This is an optimization exercise on Yosys and OpenROAD, whose aim is small area and a short achievable clock period, not a production implementation. Function was checked by simulation only, so behaviour that the tests miss may differ from the original. Power and IR drop assume default switching activity.

==> flow/design.v (excerpt) <==
module depth_to_spectrum_color #(
    parameter int DEPTH_BITS = 11
) (
    input  logic                               i_clk,
    input  logic                               i_rst_n,
    input  logic                               start,
    output logic                               busy,
    input  logic                               i_cfg_we,
    input  logic [dsc_pkg::CFG_IDX_BITS-1:0]   i_cfg_idx,
    input  logic [DEPTH_BITS-1:0]              i_cfg_data,
    input  logic [DEPTH_BITS-1:0]              i_depth_sample,
    input  logic                               i_frame_end_in,
    output logic                               o_valid,
    output logic [7:0]                         o_blue_level,
    output logic [7:0]                         o_green_level,
    output logic [7:0]                         o_red_level,
    output logic                               o_frame_end_out
);
==> flow/config.mk <==
export PLATFORM = sky130hd
export DESIGN_NAME = depth_to_spectrum_color
export DESIGN_NICKNAME = depth_to_spectrum_color
export VERILOG_FILES = /design/flow/design.v
export SDC_FILE = /design/flow/constraint.sdc
export NUM_CORES = 4
export LEC_CHECK = 0
export CAP_MARGIN = 20
export CORE_MARGIN = 2
export CORE_UTILIZATION = 40
export CTS_BUF_LIST = sky130_fd_sc_hd__clkbuf_8
export CTS_CLUSTER_DIAMETER = 40
export CTS_CLUSTER_SIZE = 26
export SETUP_SLACK_MARGIN = 5
export SLEW_MARGIN = 20
==> flow/constraint.sdc <==
create_clock -name core_clock -period 8.0 [get_ports {i_clk}]
set_input_delay 1.6000 -clock core_clock [delete_from_list [all_inputs] [get_ports {i_clk}]]
set_output_delay 1.6000 -clock core_clock [all_outputs]
set_load 0.01 [all_outputs]
run.sh (not shown) runs the stock make flow with config.mk's settings and CLKGATE_MAP_FILE= SYNTH_SCRIPT=/design/flow/synth_recipe.tcl, a recipe that flattens the netlist after the stock synthesis.
The starting point produced a clean layout.
Edit:
CORE_UTILIZATION = 50   (was 40)
CTS_CLUSTER_DIAMETER = 50   (was 40)
CTS_CLUSTER_SIZE = 22   (was 26)
The new run completed with no timing, DRC or antenna violations.
Power shrinks by 5.5%.
Wire length shrinks by 1.8%.
Setup slack gets better by 0.036 ns.
Design area shrinks by 3.3%.
Edit:
CORE_UTILIZATION = 40   (was 50)
CTS_BUF_LIST = sky130_fd_sc_hd__clkbuf_4 sky130_fd_sc_hd__clkbuf_8 sky130_fd_sc_hd__clkbuf_16   (was sky130_fd_sc_hd__clkbuf_8)
After rerunning: Power rose by a little under a tenth; final area came out higher by a few percent; non-clock buffer count does not change; setup slack is about the same; maximum frequency is about the same; routed wire length climbs slightly; worst hold slack improved by 0.027 ns.
Edit:
CTS_BUF_LIST = sky130_fd_sc_hd__clkbuf_8   (was sky130_fd_sc_hd__clkbuf_4 sky130_fd_sc_hd__clkbuf_8 sky130_fd_sc_hd__clkbuf_16)
CTS_CLUSTER_DIAMETER = 40   (was 50)
CTS_CLUSTER_SIZE = 24   (was 22)
Outcome: The changed run ran to the end with no violations. Power shrinks by 1.9%. Worst setup slack degrades by 0.036 ns. Die area is unchanged. Fmax goes down by 1.2%. Clock skew rises by 0.031 ns. Non-clock buffer count came out higher by 2.
Edit:
CTS_CLUSTER_DIAMETER = 50   (was 40)
CTS_CLUSTER_SIZE = 22   (was 24)
TNS_END_PERCENT = 20   (was not set)
Cell area fell by about 2.1%; worst hold slack improves by 0.015 ns; sequential cell count does not change; worst setup slack degrades by 0.086 ns; die area is unchanged.

* * *

depth_to_spectrum_color again, from the RTL that the note above started with.
==> flow/config.mk <==
export PLATFORM = sky130hd
export DESIGN_NAME = depth_to_spectrum_color
export DESIGN_NICKNAME = depth_to_spectrum_color
export VERILOG_FILES = /design/flow/design.v
export SDC_FILE = /design/flow/constraint.sdc
export NUM_CORES = 4
export LEC_CHECK = 0
export CAP_MARGIN = 20
export CORE_MARGIN = 2
export CORE_UTILIZATION = 40
export CTS_BUF_LIST = sky130_fd_sc_hd__clkbuf_8
export CTS_CLUSTER_DIAMETER = 50
export CTS_CLUSTER_SIZE = 24
export SETUP_SLACK_MARGIN = 5
export SLEW_MARGIN = 20
==> flow/constraint.sdc <==
create_clock -name core_clock -period 8.0 [get_ports {i_clk}]
set_input_delay 1.6000 -clock core_clock [delete_from_list [all_inputs] [get_ports {i_clk}]]
set_output_delay 1.6000 -clock core_clock [all_outputs]
set_load 0.01 [all_outputs]
The baseline produced a clean layout.
==> next run, changes <==
CTS_CLUSTER_DIAMETER = 40   (was 50)
CTS_CLUSTER_SIZE = 22   (was 24)
What happened: Clock-buffer cell count rose by 56; final area increases by 2.0%; clock skew stays flat; die area stays the same; synthesized area is unchanged; sequential share of layout area drops by 0.85 points; wire length rose by 0.82%; clock power rose by 25%.

[what the ideal ports hide]
Ports are ideal in the flow. The routed layouts listed here were re-timed in OpenROAD. Step 1 (the two cells are an assumption about what drives the block):
set clk [get_ports {i_clk}]
set_driving_cell -lib_cell sky130_fd_sc_hd__clkbuf_16 $clk
set_driving_cell -lib_cell sky130_fd_sc_hd__buf_2 [delete_from_list [all_inputs] $clk]
Step 2 adds t to the input delays and takes it off the output delays; t is the mean of the earliest and latest rising clock arrival at the registers after step 1. Input paths then give back, and output paths get back, about the clock's delay inside the block. Three values: ideal, step 1, step 2; two values: the first two.
run	t (ns)	setup WS [ns]	worst setup path at the end
the first run of note 1	0.963	5.033 / 4.962 / 5.131	register to register
the second run of note 1	0.923	5.069 / 5.004 / 5.090	register to register
the third run of note 1	0.834	5.069 / 4.985 / 5.119	register to register
the fourth run of note 1	0.965	5.033 / 4.962 / 5.110	register to register
the fifth run of note 1	0.925	4.947 / 4.881 / 4.947	register to register
the first run of note 2	0.925	5.072 / 5.000 / 5.149	register to register
the second run of note 2	0.952	5.044 / 4.972 / 5.131	register to register
After both steps every run listed still meets setup and hold.
